This is an optimization exercise on Yosys and OpenROAD, whose aim is small area, a short achievable clock period and few clock cycles per item, not a production implementation. In this exercise RTL edits were held to simulation tests only and were not proved equivalent to the original. No activity file was given, so power comes from the tool's default toggle rates.

== alpha ==
==> flow/design.v <==
module act_lut_pipe #(
  parameter int ADDR_W = 8,
  parameter int DATA_W = 16,
  parameter int FRAC_W = 12
) (
  input  logic              clk,
  input  logic              rst_n,
  input  logic              load_start_i,
  input  logic              load_valid_i,
  input  logic [DATA_W-1:0] load_data_i,
  output logic              load_done_o,
  input  logic              in_valid_i,
  output logic              in_ready_o,
  input  logic [ADDR_W-1:0] in_addr_i,
  output logic              out_valid_o,
  input  logic              out_ready_i,
  output logic [DATA_W-1:0] out_data_o
);
  localparam int TD    = 1 << ADDR_W;     
  localparam int SP_W  = 3;
  localparam int SP    = 1 << SP_W;       
  localparam int NINS  = TD / SP;         
  localparam int LO_W  = 6;               
  localparam int NLO   = 1 << LO_W;
  localparam int NHI   = TD / NLO;        
  localparam int NBUF  = 4;               
  if (FRAC_W >= DATA_W) begin : g_bad_frac
    $error("act_lut_pipe: FRAC_W must be smaller than DATA_W");
  end
  typedef enum logic [1:0] {S_EMPTY, S_LOAD, S_RUN, S_DRAIN} state_t;
  state_t             state_q;
  logic [ADDR_W-1:0]  wptr_q;
  logic               load_done_q;
  logic [ADDR_W-1:0]  rot_q;              
  logic [ADDR_W-1:0]  ins_q;              
  logic [2:0]         cnt_q;              
  logic               rdy_q;
  logic               wr_en, restart, accept, take;
  logic [2:0]         cnt_d;
  state_t             state_d;
  logic [DATA_W-1:0]  dl_q [SP];
  logic [SP-1:0]      dlv_q, dlv_d;
  logic               ins_now;
  logic [DATA_W-1:0]  ins_data;
  logic [ADDR_W-1:0]  ins_d;
  assign wr_en   = (state_q == S_LOAD) & load_valid_i & ~load_start_i;
  assign restart = ((state_q == S_EMPTY) | (state_q == S_LOAD)) & load_start_i
                 | (state_q == S_DRAIN) & (cnt_q == '0);
  assign accept  = in_valid_i & rdy_q;
  assign take    = out_valid_o & out_ready_i;
  assign cnt_d   = cnt_q + {2'b0, accept} - {2'b0, take};
  always_comb begin
    state_d = state_q;
    case (state_q)
      S_EMPTY: if (load_start_i) state_d = S_LOAD;
      S_LOAD:  if (wr_en && (&wptr_q)) state_d = S_RUN;
      S_RUN:   if (load_start_i) state_d = S_DRAIN;
      S_DRAIN: if (cnt_q == '0) state_d = S_LOAD;
      default: state_d = S_EMPTY;
    endcase
  end
  logic [SP-1:0]   old_q, old_d;
  logic [NINS-1:0] isel_q, isel_d;
  logic            ins_now_q, ins_now_d;
  logic [ADDR_W-1:0] insm_q, insm_d;      
  assign ins_now = ins_now_q;
  always_comb begin
    ins_data = '0;
    for (int m = 0; m < SP; m++)
      ins_data = ins_data | ({DATA_W{old_q[m]}} & dl_q[m]);
  end
  always_comb begin
    dlv_d = '0;
    if (!restart) begin
      dlv_d[0] = wr_en;
      for (int m = 1; m < SP; m++)
        dlv_d[m] = dlv_q[m-1] & ~(ins_now & old_q[m-1]);
    end
  end
  assign ins_d  = restart ? ADDR_W'(1) : (ins_now ? ins_q : insm_q);
  assign insm_d = restart ? ADDR_W'(0) : (ins_now ? insm_q : insm_q - 1'b1);
  always_comb begin
    old_d = '0;
    for (int m = SP - 1; m >= 0; m--)
      if (dlv_d[m] && old_d == '0) old_d[m] = 1'b1;
  end
  assign ins_now_d = (|dlv_d) & (ins_d[SP_W-1:0] == '0);
  always_comb
    for (int k = 0; k < NINS; k++)
      isel_d[k] = ins_now_d & (ins_d[ADDR_W-1:SP_W] == k);
  logic pend_d;
  assign pend_d = (|dlv_d[SP-1:1]) | (dlv_d[0] & ~ins_now_d);
  always_ff @(posedge clk or negedge rst_n) begin
    if (!rst_n) begin
      state_q     <= S_EMPTY;
      wptr_q      <= '0;
      load_done_q <= 1'b0;
      rot_q       <= '0;
      ins_q       <= '0;
      cnt_q       <= '0;
      rdy_q       <= 1'b0;
      dlv_q       <= '0;
      isel_q      <= '0;
      ins_now_q   <= 1'b0;
      insm_q      <= '0;
    end else begin
      state_q     <= state_d;
      load_done_q <= (state_q == S_LOAD) & wr_en & (&wptr_q);
      if (restart)    wptr_q <= '0;
      else if (wr_en) wptr_q <= wptr_q + 1'b1;
      rot_q       <= restart ? ADDR_W'(1) : rot_q - 1'b1;
      ins_q       <= ins_d;
      cnt_q       <= cnt_d;
      rdy_q       <= (state_d == S_RUN) & ~pend_d & (cnt_d < 3'(NBUF));
      dlv_q       <= dlv_d;
      isel_q      <= isel_d;
      ins_now_q   <= ins_now_d;
      insm_q      <= insm_d;
    end
  end
  always_ff @(posedge clk) begin
    old_q   <= old_d;
    dl_q[0] <= load_data_i;
    for (int m = 1; m < SP; m++) dl_q[m] <= dl_q[m-1];
  end
  logic [TD-1:0][DATA_W-1:0] ring_q;
  logic [TD-1:0][DATA_W-1:0] ring_d;
  always_comb begin
    ring_d = {ring_q[0], ring_q[TD-1:1]};
    for (int k = 0; k < NINS; k++)
      if (isel_q[k]) ring_d[k*SP] = ins_data;
  end
  always_ff @(posedge clk) ring_q <= ring_d;
  logic              v1_q, v2_q;
  logic [ADDR_W-1:0] pos;
  logic [NLO-1:0]    oh1_q [2];           
  logic [1:0]        hi1_q, hi2_q;
  logic [DATA_W-1:0] m2_q [NHI];
  logic [DATA_W-1:0] m2_d [NHI];
  logic [DATA_W-1:0] res;
  assign pos = in_addr_i + rot_q;
  always_ff @(posedge clk or negedge rst_n) begin
    if (!rst_n) begin
      v1_q <= 1'b0;
      v2_q <= 1'b0;
    end else begin
      v1_q <= accept;
      v2_q <= v1_q;
    end
  end
  always_ff @(posedge clk) begin
    for (int h = 0; h < 2; h++)
      for (int k = 0; k < NLO; k++)
        oh1_q[h][k] <= (pos[LO_W-1:0] == k) && (pos[ADDR_W-1] == h);
    hi1_q <= pos[ADDR_W-1:LO_W];
    hi2_q <= hi1_q;
    for (int j = 0; j < NHI; j++) m2_q[j] <= m2_d[j];
  end
  always_comb begin
    for (int j = 0; j < NHI; j++) begin
      m2_d[j] = '0;
      for (int k = 0; k < NLO; k++)
        m2_d[j] = m2_d[j] | ({DATA_W{oh1_q[j/2][k]}} & ring_q[j*NLO + k]);
    end
  end
  assign res = m2_q[hi2_q];
  logic              out_valid_q;
  logic [DATA_W-1:0] out_q;
  logic [DATA_W-1:0] fifo_q [NBUF];
  logic [1:0]        frd_q, fwr_q, frd_d;
  logic [2:0]        fn_q, fn_left;
  assign frd_d   = frd_q + {1'b0, take};
  assign fn_left = fn_q - {2'b0, take};
  always_ff @(posedge clk or negedge rst_n) begin
    if (!rst_n) begin
      out_valid_q <= 1'b0;
      frd_q       <= '0;
      fwr_q       <= '0;
      fn_q        <= '0;
    end else begin
      out_valid_q <= (fn_left != '0) | v2_q;
      frd_q       <= frd_d;
      fwr_q       <= fwr_q + {1'b0, v2_q};
      fn_q        <= fn_left + {2'b0, v2_q};
    end
  end
  always_ff @(posedge clk) begin
    out_q <= (fn_left == '0) ? res : fifo_q[frd_d];
    if (v2_q) fifo_q[fwr_q] <= res;
  end
  assign load_done_o = load_done_q;
  assign in_ready_o  = rdy_q;
  assign out_valid_o = out_valid_q;
  assign out_data_o  = out_q;
endmodule
make LEC_CHECK=0 CAP_MARGIN=20 CORE_MARGIN=2 CORE_UTILIZATION=55 CTS_CLUSTER_DIAMETER=90 CTS_CLUSTER_SIZE=25 SETUP_SLACK_MARGIN=2.7 SLEW_MARGIN=20 SYNTH_MEMORY_MAX_BITS=8192 finish   # period 5.0 ns
run.sh (not shown) runs the stock make flow with config.mk's settings and CLKGATE_MAP_FILE= SYNTH_SCRIPT=/design/flow/synth_recipe.tcl, a recipe that flattens the netlist after the stock synthesis.
Testbench counts of alpha, summed over its fixed seeds: cycles 18,464, items 16,384.
Input-level comparison between beta and alpha:
Settings: CORE_UTILIZATION: 55 -> 45.
- On minimum hold slack: between alpha and beta, it ends up higher for alpha.
- ~same relative area of clock buffers and inverters in the final design in alpha and beta
- Looking at register fraction of the total cell area, beta sits 0.48 points lower than alpha does.
The inputs of gamma differ from those of beta as listed below.
Settings: PLACE_DENSITY: unset -> 0.75.
Findings:
Delta(total power, gamma - beta) < 0
Area of placed instances: beta vs gamma — no meaningful difference
The layout cell share with drive strength beyond 1 of gamma falls short of that of beta by 0.60 points.
Summary — sequential share of power, gamma relative to beta: higher, by 0.2 points.

-- static timing again, ports no longer ideal --
Ports are ideal in the flow. The routed layouts listed here were re-timed in OpenROAD.
Step 1 sets driving cells, clkbuf_16 on the clock port and buf_2 on the other inputs (assumed; they add their load-dependent delay and slew).
Step 2, shift: input delay + t, output delay - t, t = (earliest + latest rising clock arrival at the registers) / 2. This alone moves slack from input paths to output paths.
Three values: ideal ports, drivers, drivers and shift; two values: the first two.
| run | t (ns) | setup slack, ns | hold slack, ns |
|---|---|---|---|
| alpha | 0.978 | 2.513 / 2.420 / 1.834 | 0.231 / 0.162 / 0.336 |
| beta | 1.016 | 2.516 / 2.417 / 1.698 | 0.031 / -0.027 / 0.299 |
| gamma | 0.998 | 2.496 / 2.405 / 1.664 | 0.167 / 0.111 / 0.305 |
After both steps setup and hold are still met in every run listed. The setup slack of gamma, which loses most, moves by -0.091 ns with the drivers and by -0.832 ns with both steps.
